From an optimization exercise on the open Yosys and OpenROAD flow, aimed at small area and a short achievable clock period; shortcuts taken in it are not production practice. Only simulation tests tie the RTL to the original design; equivalence was not proved. Power figures rest on the tool's default switching activity, not on a simulated workload.

==> flow/design.v <==
package rv_pkg;
    typedef logic [32-1:0]        xlen_t;        
    typedef logic [32-1:0]        instr_t;       
    typedef logic [5-1:0]  reg_addr_t;    
    typedef logic [16-1:0] dmem_addr_t;   
    typedef enum logic [2:0] {
        alu_add,
        alu_sub,
        alu_and,
        alu_or,
        alu_xor
    } alu_op_e;
    typedef enum logic [1:0] {
        mem_none,
        mem_load,
        mem_store
    } mem_op_e;
    typedef enum logic [2:0] {
        w_word,
        w_half,
        w_half_u,
        w_byte,
        w_byte_u
    } width_e;
endpackage
`timescale 1ns/1ns
module rv_fetch (
    input  logic           clk,
    input  logic           rst_n,
    input  logic           halt,         
    input  rv_pkg::instr_t imem_data,    
    output rv_pkg::xlen_t  imem_addr,
    output rv_pkg::instr_t instr         
);
    rv_pkg::xlen_t pc;
    always_ff @(posedge clk or negedge rst_n) begin
        if (!rst_n) begin
            pc <= '0;
        end else if (!halt) begin
            pc <= pc + 32'd4;    
        end
    end
    assign imem_addr = pc;
    always_ff @(posedge clk or negedge rst_n) begin
        if (!rst_n) begin
            instr <= '0;               
        end else if (!halt) begin
            instr <= imem_data;
        end
    end
endmodule
`timescale 1ns/1ns
module rv_decode (
    input  logic              clk,
    input  logic              rst_n,
    input  logic              halt,
    input  rv_pkg::instr_t    instr,      
    input  logic              rf_we,      
    input  rv_pkg::reg_addr_t rf_waddr,
    input  rv_pkg::xlen_t     rf_wdata,
    output logic              id_ex_valid,        
    output rv_pkg::reg_addr_t id_ex_rd,
    output logic              id_ex_wb_en,        
    output rv_pkg::alu_op_e   id_ex_alu_op,
    output rv_pkg::xlen_t     id_ex_opnd_a,       
    output rv_pkg::xlen_t     id_ex_opnd_b,       
    output rv_pkg::xlen_t     id_ex_store_data,   
    output rv_pkg::mem_op_e   id_ex_mem_op,
    output rv_pkg::width_e    id_ex_width,
    output logic              id_ex_brk,          
    output logic              id_ex_fin           
);
    logic [6:0]        opcode;
    logic [2:0]        funct3;
    logic [6:0]        funct7;
    rv_pkg::reg_addr_t rd;
    rv_pkg::reg_addr_t rs1;
    rv_pkg::reg_addr_t rs2;
    rv_pkg::xlen_t     imm_i;
    rv_pkg::xlen_t     imm_s;
    rv_pkg::xlen_t     regs [2**5];
    rv_pkg::xlen_t     rs1_data;
    rv_pkg::xlen_t     rs2_data;
    logic              is_reg;
    logic              is_imm;
    logic              is_load;
    logic              is_store;
    logic              is_system;
    rv_pkg::alu_op_e   alu_op_d;
    rv_pkg::mem_op_e   mem_op_d;
    rv_pkg::width_e    width_d;
    assign opcode = instr[6:0];
    assign rd     = instr[11:7];
    assign funct3 = instr[14:12];
    assign rs1    = instr[19:15];
    assign rs2    = instr[24:20];
    assign funct7 = instr[31:25];
    assign imm_i  = {{20{instr[31]}}, instr[31:20]};               
    assign imm_s  = {{20{instr[31]}}, instr[31:25], instr[11:7]};  
    assign is_reg    = (opcode == 7'b011_0011);
    assign is_imm    = (opcode == 7'b001_0011);
    assign is_load   = (opcode == 7'b000_0011);
    assign is_store  = (opcode == 7'b010_0011);
    assign is_system = (opcode == 7'b111_0011);
    always_comb begin
        alu_op_d = rv_pkg::alu_add;    
        if (is_reg || is_imm) begin
            case (funct3)
                3'b000: alu_op_d = (is_reg && funct7[5]) ? rv_pkg::alu_sub
                                                                  : rv_pkg::alu_add;
                3'b100:     alu_op_d = rv_pkg::alu_xor;
                3'b110:      alu_op_d = rv_pkg::alu_or;
                3'b111:     alu_op_d = rv_pkg::alu_and;
                default:        alu_op_d = rv_pkg::alu_add;    
            endcase
        end
    end
    always_comb begin
        case (funct3)
            3'b000:  width_d = rv_pkg::w_byte;
            3'b001:  width_d = rv_pkg::w_half;
            3'b100: width_d = rv_pkg::w_byte_u;
            3'b101: width_d = rv_pkg::w_half_u;
            default:   width_d = rv_pkg::w_word;    
        endcase
    end
    assign mem_op_d = is_load  ? rv_pkg::mem_load  :
                      is_store ? rv_pkg::mem_store : rv_pkg::mem_none;
    always_ff @(posedge clk) begin
        if (!halt && rf_we) begin
            regs[rf_waddr] <= rf_wdata;
        end
    end
    assign rs1_data = (rs1 == '0) ? '0 : regs[rs1];
    assign rs2_data = (rs2 == '0) ? '0 : regs[rs2];
    always_ff @(posedge clk or negedge rst_n) begin
        if (!rst_n) begin
            id_ex_valid  <= 1'b0;
            id_ex_wb_en  <= 1'b0;
            id_ex_mem_op <= rv_pkg::mem_none;
            id_ex_alu_op <= rv_pkg::alu_add;
            id_ex_width  <= rv_pkg::w_word;
            id_ex_brk    <= 1'b0;
            id_ex_fin    <= 1'b0;
        end else if (!halt) begin
            id_ex_valid  <= (instr != '0);                               
            id_ex_wb_en  <= (is_reg || is_imm || is_load) && (rd != '0);
            id_ex_mem_op <= mem_op_d;
            id_ex_alu_op <= alu_op_d;
            id_ex_width  <= width_d;
            id_ex_brk    <= is_system && (funct3 == 3'b000) && (imm_i == 32'd1);
            id_ex_fin    <= is_system && (funct3 == 3'b000) && (imm_i == '0);
        end
    end
    always_ff @(posedge clk) begin
        if (!halt) begin
            id_ex_rd         <= rd;
            id_ex_opnd_a     <= rs1_data;
            id_ex_opnd_b     <= is_reg ? rs2_data : (is_store ? imm_s : imm_i);
            id_ex_store_data <= rs2_data;
        end
    end
endmodule
`timescale 1ns/1ns
module rv_execute (
    input  logic          clk,
    input  logic          rst_n,
    input  logic          halt,
    input  logic              id_ex_valid,
    input  rv_pkg::reg_addr_t id_ex_rd,
    input  logic              id_ex_wb_en,
    input  rv_pkg::alu_op_e   id_ex_alu_op,
    input  rv_pkg::xlen_t     id_ex_opnd_a,
    input  rv_pkg::xlen_t     id_ex_opnd_b,
    input  rv_pkg::xlen_t     id_ex_store_data,
    input  rv_pkg::mem_op_e   id_ex_mem_op,
    input  rv_pkg::width_e    id_ex_width,
    input  logic              id_ex_brk,
    input  logic              id_ex_fin,
    output logic              ex_mem_valid,
    output rv_pkg::reg_addr_t ex_mem_rd,
    output logic              ex_mem_wb_en,
    output rv_pkg::xlen_t     ex_mem_result,      
    output rv_pkg::mem_op_e   ex_mem_mem_op,
    output rv_pkg::width_e    ex_mem_width,
    output logic              ex_mem_brk,
    output logic              ex_mem_fin,
    output rv_pkg::xlen_t store_data_out    
);
    rv_pkg::xlen_t alu_y;
    always_comb begin
        case (id_ex_alu_op)
            rv_pkg::alu_add: alu_y = id_ex_opnd_a + id_ex_opnd_b;    
            rv_pkg::alu_sub: alu_y = id_ex_opnd_a - id_ex_opnd_b;
            rv_pkg::alu_and: alu_y = id_ex_opnd_a & id_ex_opnd_b;
            rv_pkg::alu_or:  alu_y = id_ex_opnd_a | id_ex_opnd_b;
            rv_pkg::alu_xor: alu_y = id_ex_opnd_a ^ id_ex_opnd_b;
            default:         alu_y = '0;
        endcase
    end
    always_ff @(posedge clk or negedge rst_n) begin
        if (!rst_n) begin
            ex_mem_valid  <= 1'b0;
            ex_mem_wb_en  <= 1'b0;
            ex_mem_mem_op <= rv_pkg::mem_none;
            ex_mem_width  <= rv_pkg::w_word;
            ex_mem_brk    <= 1'b0;
            ex_mem_fin    <= 1'b0;
        end else if (!halt) begin
            ex_mem_valid  <= id_ex_valid;
            ex_mem_wb_en  <= id_ex_wb_en;
            ex_mem_mem_op <= id_ex_mem_op;
            ex_mem_width  <= id_ex_width;
            ex_mem_brk    <= id_ex_brk;
            ex_mem_fin    <= id_ex_fin;
        end
    end
    always_ff @(posedge clk) begin
        if (!halt) begin
            ex_mem_rd      <= id_ex_rd;
            ex_mem_result  <= alu_y;               
            store_data_out <= id_ex_store_data;
        end
    end
endmodule
`timescale 1ns/1ns
module rv_memory (
    input  logic               clk,
    input  logic               rst_n,
    input  logic               halt,
    input  logic               ex_mem_valid,
    input  rv_pkg::reg_addr_t  ex_mem_rd,
    input  logic               ex_mem_wb_en,
    input  rv_pkg::xlen_t      ex_mem_result,
    input  rv_pkg::mem_op_e    ex_mem_mem_op,
    input  rv_pkg::width_e     ex_mem_width,
    input  logic               ex_mem_brk,
    input  logic               ex_mem_fin,
    input  rv_pkg::xlen_t      store_data,
    output logic               dmem_read_wrn,    
    output rv_pkg::dmem_addr_t dmem_addr,
    output rv_pkg::xlen_t      dmem_wdata,
    input  rv_pkg::xlen_t      dmem_rdata,
    output logic               mem_wb_valid,
    output rv_pkg::reg_addr_t  mem_wb_rd,
    output logic               mem_wb_wb_en,
    output rv_pkg::xlen_t      mem_wb_result,     
    output rv_pkg::mem_op_e    mem_wb_mem_op,
    output rv_pkg::width_e     mem_wb_width,
    output logic               mem_wb_brk,
    output logic               mem_wb_fin
);
    logic          is_store;
    logic          is_access;
    rv_pkg::xlen_t store_ext;
    assign is_store  = (ex_mem_mem_op == rv_pkg::mem_store);
    assign is_access = (ex_mem_mem_op != rv_pkg::mem_none);
    always_comb begin
        case (ex_mem_width)
            rv_pkg::w_half, rv_pkg::w_half_u: store_ext = {{16{store_data[15]}}, store_data[15:0]};
            rv_pkg::w_byte, rv_pkg::w_byte_u: store_ext = {{24{store_data[7]}}, store_data[7:0]};
            default:                          store_ext = store_data;
        endcase
    end
    assign dmem_read_wrn = !is_store;
    assign dmem_addr     = is_access ? ex_mem_result[16-1:0] : '0;
    assign dmem_wdata    = is_store ? store_ext : '0;    
    always_ff @(posedge clk or negedge rst_n) begin
        if (!rst_n) begin
            mem_wb_valid  <= 1'b0;
            mem_wb_wb_en  <= 1'b0;
            mem_wb_mem_op <= rv_pkg::mem_none;
            mem_wb_width  <= rv_pkg::w_word;
            mem_wb_brk    <= 1'b0;
            mem_wb_fin    <= 1'b0;
        end else if (!halt) begin
            mem_wb_valid  <= ex_mem_valid;
            mem_wb_wb_en  <= ex_mem_wb_en;
            mem_wb_mem_op <= ex_mem_mem_op;
            mem_wb_width  <= ex_mem_width;
            mem_wb_brk    <= ex_mem_brk;
            mem_wb_fin    <= ex_mem_fin;
        end
    end
    always_ff @(posedge clk) begin
        if (!halt) begin
            mem_wb_rd     <= ex_mem_rd;
            mem_wb_result <= (ex_mem_mem_op == rv_pkg::mem_load) ? dmem_rdata    
                                                                 : ex_mem_result;
        end
    end
endmodule
`timescale 1ns/1ns
module rv_writeback (
    input  logic              mem_wb_valid,
    input  rv_pkg::reg_addr_t mem_wb_rd,
    input  logic              mem_wb_wb_en,
    input  rv_pkg::xlen_t     mem_wb_result,
    input  rv_pkg::mem_op_e   mem_wb_mem_op,
    input  rv_pkg::width_e    mem_wb_width,
    input  logic              mem_wb_brk,
    input  logic              mem_wb_fin,
    output logic              rf_we,
    output rv_pkg::reg_addr_t rf_waddr,
    output rv_pkg::xlen_t     rf_wdata,
    output logic              instr_retired,
    output logic              breakpoint_fired,
    output logic              finish_exec
);
    rv_pkg::xlen_t load_ext;
    rv_pkg::xlen_t wb_data;
    always_comb begin
        case (mem_wb_width)
            rv_pkg::w_half:   load_ext = {{16{mem_wb_result[15]}}, mem_wb_result[15:0]};
            rv_pkg::w_half_u: load_ext = {16'd0, mem_wb_result[15:0]};
            rv_pkg::w_byte:   load_ext = {{24{mem_wb_result[7]}}, mem_wb_result[7:0]};
            rv_pkg::w_byte_u: load_ext = {24'd0, mem_wb_result[7:0]};
            default:          load_ext = mem_wb_result;    
        endcase
    end
    assign wb_data = (mem_wb_mem_op == rv_pkg::mem_load) ? load_ext : mem_wb_result;
    assign rf_we    = mem_wb_valid && mem_wb_wb_en;
    assign rf_waddr = rf_we ? mem_wb_rd : '0;
    assign rf_wdata = rf_we ? wb_data : '0;
    assign instr_retired    = mem_wb_valid;
    assign breakpoint_fired = mem_wb_valid && mem_wb_brk;
    assign finish_exec      = mem_wb_valid && mem_wb_fin;
endmodule
`timescale 1ns/1ns
module rv_core_top (
    input  logic               clk,
    input  logic               rst_n,
    input  logic               halt,               
    output rv_pkg::xlen_t      imem_addr,
    input  rv_pkg::instr_t     imem_data,
    output logic               dmem_read_wrn,
    output rv_pkg::dmem_addr_t dmem_addr,
    output rv_pkg::xlen_t      dmem_wdata,
    input  rv_pkg::xlen_t      dmem_rdata,
    output logic               instr_retired,
    output logic               breakpoint_fired,
    output logic               finish_exec
);
    rv_pkg::instr_t    instr;         
    rv_pkg::xlen_t     store_data;    
    logic              rf_we;         
    rv_pkg::reg_addr_t rf_waddr;
    rv_pkg::xlen_t     rf_wdata;
    logic              id_ex_valid;
    rv_pkg::reg_addr_t id_ex_rd;
    logic              id_ex_wb_en;
    rv_pkg::alu_op_e   id_ex_alu_op;
    rv_pkg::xlen_t     id_ex_opnd_a;
    rv_pkg::xlen_t     id_ex_opnd_b;
    rv_pkg::xlen_t     id_ex_store_data;
    rv_pkg::mem_op_e   id_ex_mem_op;
    rv_pkg::width_e    id_ex_width;
    logic              id_ex_brk;
    logic              id_ex_fin;
    logic              ex_mem_valid;
    rv_pkg::reg_addr_t ex_mem_rd;
    logic              ex_mem_wb_en;
    rv_pkg::xlen_t     ex_mem_result;
    rv_pkg::mem_op_e   ex_mem_mem_op;
    rv_pkg::width_e    ex_mem_width;
    logic              ex_mem_brk;
    logic              ex_mem_fin;
    logic              mem_wb_valid;
    rv_pkg::reg_addr_t mem_wb_rd;
    logic              mem_wb_wb_en;
    rv_pkg::xlen_t     mem_wb_result;
    rv_pkg::mem_op_e   mem_wb_mem_op;
    rv_pkg::width_e    mem_wb_width;
    logic              mem_wb_brk;
    logic              mem_wb_fin;
    rv_fetch rv_fetch_i (
        .clk       (clk),
        .rst_n     (rst_n),
        .halt      (halt),
        .imem_data (imem_data),
        .imem_addr (imem_addr),
        .instr     (instr)
    );
    rv_decode rv_decode_i (
        .clk      (clk),
        .rst_n    (rst_n),
        .halt     (halt),
        .instr    (instr),
        .rf_we    (rf_we),
        .rf_waddr (rf_waddr),
        .rf_wdata (rf_wdata),
        .id_ex_valid     (id_ex_valid),
        .id_ex_rd        (id_ex_rd),
        .id_ex_wb_en     (id_ex_wb_en),
        .id_ex_alu_op    (id_ex_alu_op),
        .id_ex_opnd_a    (id_ex_opnd_a),
        .id_ex_opnd_b    (id_ex_opnd_b),
        .id_ex_store_data(id_ex_store_data),
        .id_ex_mem_op    (id_ex_mem_op),
        .id_ex_width     (id_ex_width),
        .id_ex_brk       (id_ex_brk),
        .id_ex_fin       (id_ex_fin)
    );
    rv_execute rv_execute_i (
        .clk            (clk),
        .rst_n          (rst_n),
        .halt           (halt),
        .id_ex_valid     (id_ex_valid),
        .id_ex_rd        (id_ex_rd),
        .id_ex_wb_en     (id_ex_wb_en),
        .id_ex_alu_op    (id_ex_alu_op),
        .id_ex_opnd_a    (id_ex_opnd_a),
        .id_ex_opnd_b    (id_ex_opnd_b),
        .id_ex_store_data(id_ex_store_data),
        .id_ex_mem_op    (id_ex_mem_op),
        .id_ex_width     (id_ex_width),
        .id_ex_brk       (id_ex_brk),
        .id_ex_fin       (id_ex_fin),
        .ex_mem_valid     (ex_mem_valid),
        .ex_mem_rd        (ex_mem_rd),
        .ex_mem_wb_en     (ex_mem_wb_en),
        .ex_mem_result    (ex_mem_result),
        .ex_mem_mem_op    (ex_mem_mem_op),
        .ex_mem_width     (ex_mem_width),
        .ex_mem_brk       (ex_mem_brk),
        .ex_mem_fin       (ex_mem_fin),
        .store_data_out (store_data)
    );
    rv_memory rv_memory_i (
        .clk           (clk),
        .rst_n         (rst_n),
        .halt          (halt),
        .ex_mem_valid     (ex_mem_valid),
        .ex_mem_rd        (ex_mem_rd),
        .ex_mem_wb_en     (ex_mem_wb_en),
        .ex_mem_result    (ex_mem_result),
        .ex_mem_mem_op    (ex_mem_mem_op),
        .ex_mem_width     (ex_mem_width),
        .ex_mem_brk       (ex_mem_brk),
        .ex_mem_fin       (ex_mem_fin),
        .store_data    (store_data),
        .dmem_read_wrn (dmem_read_wrn),
        .dmem_addr     (dmem_addr),
        .dmem_wdata    (dmem_wdata),
        .dmem_rdata    (dmem_rdata),
        .mem_wb_valid     (mem_wb_valid),
        .mem_wb_rd        (mem_wb_rd),
        .mem_wb_wb_en     (mem_wb_wb_en),
        .mem_wb_result    (mem_wb_result),
        .mem_wb_mem_op    (mem_wb_mem_op),
        .mem_wb_width     (mem_wb_width),
        .mem_wb_brk       (mem_wb_brk),
        .mem_wb_fin       (mem_wb_fin)
    );
    rv_writeback rv_writeback_i (
        .mem_wb_valid     (mem_wb_valid),
        .mem_wb_rd        (mem_wb_rd),
        .mem_wb_wb_en     (mem_wb_wb_en),
        .mem_wb_result    (mem_wb_result),
        .mem_wb_mem_op    (mem_wb_mem_op),
        .mem_wb_width     (mem_wb_width),
        .mem_wb_brk       (mem_wb_brk),
        .mem_wb_fin       (mem_wb_fin),
        .rf_we            (rf_we),
        .rf_waddr         (rf_waddr),
        .rf_wdata         (rf_wdata),
        .instr_retired    (instr_retired),
        .breakpoint_fired (breakpoint_fired),
        .finish_exec      (finish_exec)
    );
endmodule
==> flow/run.sh <==
#!/bin/bash
# synth_recipe.tcl (not shown) runs the flow's synth.tcl, then flattens the netlist and writes it again
# the make line also repeats each setting of config.mk as NAME=value (left out here)
make -C /OpenROAD-flow-scripts/flow DESIGN_CONFIG=/design/flow/config.mk WORK_HOME=/design/flow/orfs CLKGATE_MAP_FILE= SYNTH_SCRIPT=/design/flow/synth_recipe.tcl finish
==> flow/config.mk <==
export PLATFORM = sky130hd
export DESIGN_NAME = rv_core_top
export DESIGN_NICKNAME = rv_core_top
export VERILOG_FILES = /design/flow/design.v
export SDC_FILE = /design/flow/constraint.sdc
export NUM_CORES = 4
export LEC_CHECK = 0
export CAP_MARGIN = 20
export CORE_MARGIN = 2
export CORE_UTILIZATION = 45
export PLACE_DENSITY = 0.6
export SLEW_MARGIN = 20
==> flow/constraint.sdc <==
create_clock -name core_clock -period 5.0 [get_ports {clk}]
set_input_delay 1.0000 -clock core_clock [delete_from_list [all_inputs] [get_ports {clk}]]
set_output_delay 1.0000 -clock core_clock [all_outputs]
set_load 0.01 [all_outputs]
==> run notes <==
==> worst max-delay path by stage <==
stage                                                           to  slack [ns]  cells past startpoint
after floorplan                      rv_fetch_i.pc[25]$_DFFE_PN0N_      -0.002                      8
after global placement    rv_execute_i.ex_mem_result[28]$_DFFE_PN_        0.63                     13
after detailed placement  rv_execute_i.ex_mem_result[22]$_DFFE_PN_        0.68                     13
after CTS                                           dmem_wdata[26]        0.59                      6
after global routing      rv_execute_i.ex_mem_result[26]$_DFFE_PN_        0.32                     13
final                     rv_execute_i.ex_mem_result[28]$_DFFE_PN_        0.63                     13
==> metrics by stage <==
stage               setup slack [ns]  std cells
floorplan                   -0.00248       3643
global placement               0.628       5558
detailed placement             0.683       5560
CTS                            0.590       5819
global route                   0.323       5819
finish                         0.628       5820
==> power by group through the flow <==
stage | Clock [mW] | Sequential [mW] | Combinational [mW]
finish | 10.6 | 12.9 | 3.81
global route | 11.2 | 12.9 | 4.08
CTS | 10.8 | 12.9 | 3.80
detailed placement | 0 | 13.1 | 3.79
global placement | 0 | 13.1 | 3.78
floorplan | 0 | 12.8 | 2.63
==> state kept, by name, indices dropped and copies added, names as in the netlist, 5 cells and up <==
name and flops:
rv_execute_i.ex_mem_rd 5, rv_decode_i.id_ex_opnd_a 32, rv_memory_i.mem_wb_rd 5, rv_memory_i.mem_wb_result 32, rv_execute_i.ex_mem_result 32, rv_fetch_i.instr 32
rv_decode_i.id_ex_store_data 32, rv_execute_i.store_data_out 32, rv_decode_i.id_ex_rd 5, rv_decode_i.regs 1024, rv_fetch_i.pc 30, rv_decode_i.id_ex_opnd_b 32
==> cell usage in the layout, fill, tap and decap left out, types with 108 or more instances in the layout <==
master,netlist,layout
buf_4,20,108
a21oi_1,166,150
edfxtp_1,1231,1231
nor2_1,154,119
mux2_2,148,148
clkdlybuf4s50_1,0,146
nand2_1,114,111
mux4_2,522,522
mux2i_1,148,148
clkbuf_16,0,145
==> cells by family after synthesis <==
| kind of cell | share of synthesized area (%) |
|---|---|
| flip-flops | 62.1 |
| multiplexers | 23.6 |
| AND/OR/NAND/NOR | 3.90 |
| AO/OA/AOI/OAI | 5.01 |
| buffers and inverters | 2.30 |
| adder cells (fa/ha/maj) | 1.95 |
| XOR/XNOR | 1.19 |
| other | 0.00593 |
==> cell usage after synthesis, types with 8 or more instances <==
| master | number | area (um^2) |
|---|---|---|
| a211o_1 | 13 | 114 |
| a211oi_1 | 45 | 338 |
| a21o_1 | 17 | 128 |
| a21oi_1 | 166 | 831 |
| a221oi_1 | 16 | 140 |
| a22o_1 | 30 | 263 |
| a31oi_1 | 8 | 50.1 |
| a32o_1 | 9 | 90.1 |
| and2_1 | 20 | 125 |
| and3_1 | 28 | 175 |
| buf_1 | 37 | 139 |
| buf_2 | 53 | 265 |
| buf_4 | 20 | 150 |
| clkbuf_1 | 136 | 510 |
| dfrtp_1 | 92 | 2300 |
| edfxtp_1 | 1231 | 37000 |
| ha_1 | 97 | 1210 |
| inv_1 | 88 | 330 |
| mux2_2 | 148 | 1670 |
| mux2i_1 | 148 | 1480 |
| mux4_2 | 522 | 11800 |
| nand2_1 | 114 | 428 |
| nand3_1 | 37 | 185 |
| nand4_1 | 14 | 87.6 |
| nor2_1 | 154 | 578 |
| nor2b_1 | 55 | 344 |
| nor3_1 | 31 | 155 |
| o211ai_1 | 14 | 105 |
| o21a_1 | 18 | 135 |
| o21ai_0 | 50 | 250 |
| o221ai_1 | 25 | 219 |
| o22ai_1 | 27 | 169 |
| xnor2_1 | 62 | 543 |
| xor2_1 | 24 | 210 |
==> critical path, stage by stage (launching register included) <==
cell       delay [ns]
edfxtp_1         0.44
or4_4            0.61
nor4_4           0.36
a31oi_1          0.17
xnor2_1          0.15
ha_1             0.40
a21oi_1          0.21
nand2_1          0.14
o21ai_0          0.12
nor3b_1          0.35
o2111ai_1        0.25
a2111oi_0        0.58
mux2i_1          0.25
nand2_1          0.07
==> per-layer routing <==
metal	routed length, um	part of all wire (%)
met1	75800	40
met2	89900	48
met3	18400	9.8
met4	4830	2.6
met5	0	0
==> layout make-up <==
cell class | count | share of cell area [%]
Sequential cell | 1323 | 54.2
Timing Repair Buffer | 292 | 4.17
Antenna cell | 1 | 0.00345
Clock buffer | 178 | 5.21
Clock inverter | 81 | 1.18
Multi-Input combinational cell | 1980 | 31.6
Inverter | 89 | 0.465
Tap cell | 1876 | 3.23
==> reports/metrics.csv <==
stage;metric;value;unit
power_and_ir_drop;total_power;27.3;mW
synth;synth_seq_cells;1323;
worst_setup_path;worstPathArrival;4.91;ns
route;vias_per_cell;6.34;
floorplanning;fp.dieH;379;um
placement;placed_area;67900;um^2
clocking;cts.repair.resized;0;
synth;synth_ff_type;edfxtp_1;
power_and_ir_drop;seqPwrFrac;47.2;%
finish;final.fill_count;11300;
grt;grt_max_degree;114;
finish;register_area;39300;um^2
sta;setup-tns-final;0;ns
clocking;numCtsBuffers;143;
sta;skew;0.0275;ns
finish;synthToLayoutAreaGrowth;14.7;%
route;routed_wl;189;mm
grt;busiest_layer;met2;
grt;gr-usage-met3;6.72;%
power_and_ir_drop;p_sw;7.01;mW
placement;routabilityCongestion;0.909;
sta;fmax;229;MHz
worst_setup_path;r2r_slack;0.63;ns
synth;synth_edf_count;1231;
sta;tightest_slew;1.08;ns
grt;grt_usage;26.4;%
grt;use_met1;36.4;%
worst_setup_path;crit_type;reg2reg;
finish;multi_input_area;22900;um^2
sta;hold_viol_final;0;
worst_setup_path;r2r_start;rv_decode_i.id_ex_opnd_b[5]$_DFFE_PN_;
clocking;cts_tree;done;
floorplanning;coreArea;140000;um^2
power_and_ir_drop;pwr-share-comb;14.0;%
sta;rsz0062_at_grt;false;
floorplanning;die_w;379;um
finish;fin_area;72600;um^2
route;drcViolationCount;0;
synth;synthDistinctLibCells;72;
placement;hpwl;115;mm
power_and_ir_drop;swShare;25.7;%
job;maxCapViolCount;0;
route;ant_nets;0;
worst_setup_path;critical_path.startpoint;rv_decode_i.id_ex_opnd_b[5]$_DFFE_PN_;
grt;use_met2;41.8;%
sta;post-route-period-util;87.4;%
clocking;clock_path_buffers;3;
clocking;cts_setup_buffers;0;
sta;relSlewSlack;27.6;%
clocking;ctsHoldBuffers;0;
floorplanning;fp-row-count;137;
power_and_ir_drop;vdd_drop_max;0.361;mV
power_and_ir_drop;internal_power;20.3;mW
power_and_ir_drop;power.density;376;nW/um^2
route;initialDrtViolationCount;4243;
power_and_ir_drop;pwr-share-clk;38.8;%
grt;antenna_found_initial;8;
worst_setup_path;cp-end-kind;flip-flop;
sta;hold-worst-slack;0.353;ns
sta;drv_slew;0;
route;wl_per_cell;32.5;um
sta;period_minus_slack;4.37;ns
synth;syn-cell-area;63300;um^2
grt;first_global_vias;36400;
finish;final_layout_size_suffix_gt1_share;28.3;%
floorplanning;ios;151;
grt;grt_pass1_wl;267;mm
synth;syn-mean-instance-area;17.4;um^2
clocking;cts.sinks;1323;
finish;finish.net_count;3994;
finish;utilization;52.0;%
grt;gr-total-overflow;0;
clocking;clkLatencyLatePin;0.80;ns
sta;setup_viol_count_final;0;
floorplanning;initial_core_util;45.3;%
clocking;htreeDepth;4;
worst_setup_path;ff2ff_path_depth;13;
floorplanning;dieArea;144000;um^2
clocking;clockRootBuffer;clkbuf_16;
clocking;clkTransAtPathRegs;0.07;ns
synth;syn-instance-count;3642;
route;dr.pass1.iters;6;
route;vias;36900;
worst_setup_path;regToRegEndpoint;rv_execute_i.ex_mem_result[28]$_DFFE_PN_;
synth;yosysSeqAreaShare;62.1;%
worst_setup_path;crit_fanout;7;
synth;synth-async-reset-ratio;6.95;%
worst_setup_path;start_kind;flip-flop;
placement;io_buffers;148;
status;status;timing/DRC/antenna clean;
hold_path;min-delay-path-class;in2async;
worst_setup_path;required;5.54;ns
power_and_ir_drop;p_leak;23.7;nW
synth;yosysWarnings;5;

-- re-timing with driven ports --
The results above use ideal ports. As a check the final layout listed here was re-extracted and re-timed, cells and wires unchanged. Step 1: set_driving_cell puts a clkbuf_16 on clk and a buf_2 on each other input, an assumption about the parent block. Step 2, shift: input delay + t, output delay - t, t = (earliest + latest rising clock arrival at the registers) / 2. This alone moves slack from input paths to output paths. Slacks: ideal ports / drivers / drivers and shift; pairs: ideal ports / drivers.
t, ns: 0.855
setup WS [ns]: 0.628 / 0.623 / 0.628
worst hold slack (ns): 0.353 / 0.308 / 0.417
worst register clock-pin slew, ns: 0.07 / 0.07
After both steps this run still meets setup and hold. For this run, drivers alone change the setup slack by -0.005 ns; drivers and shift together by 0.000 ns.
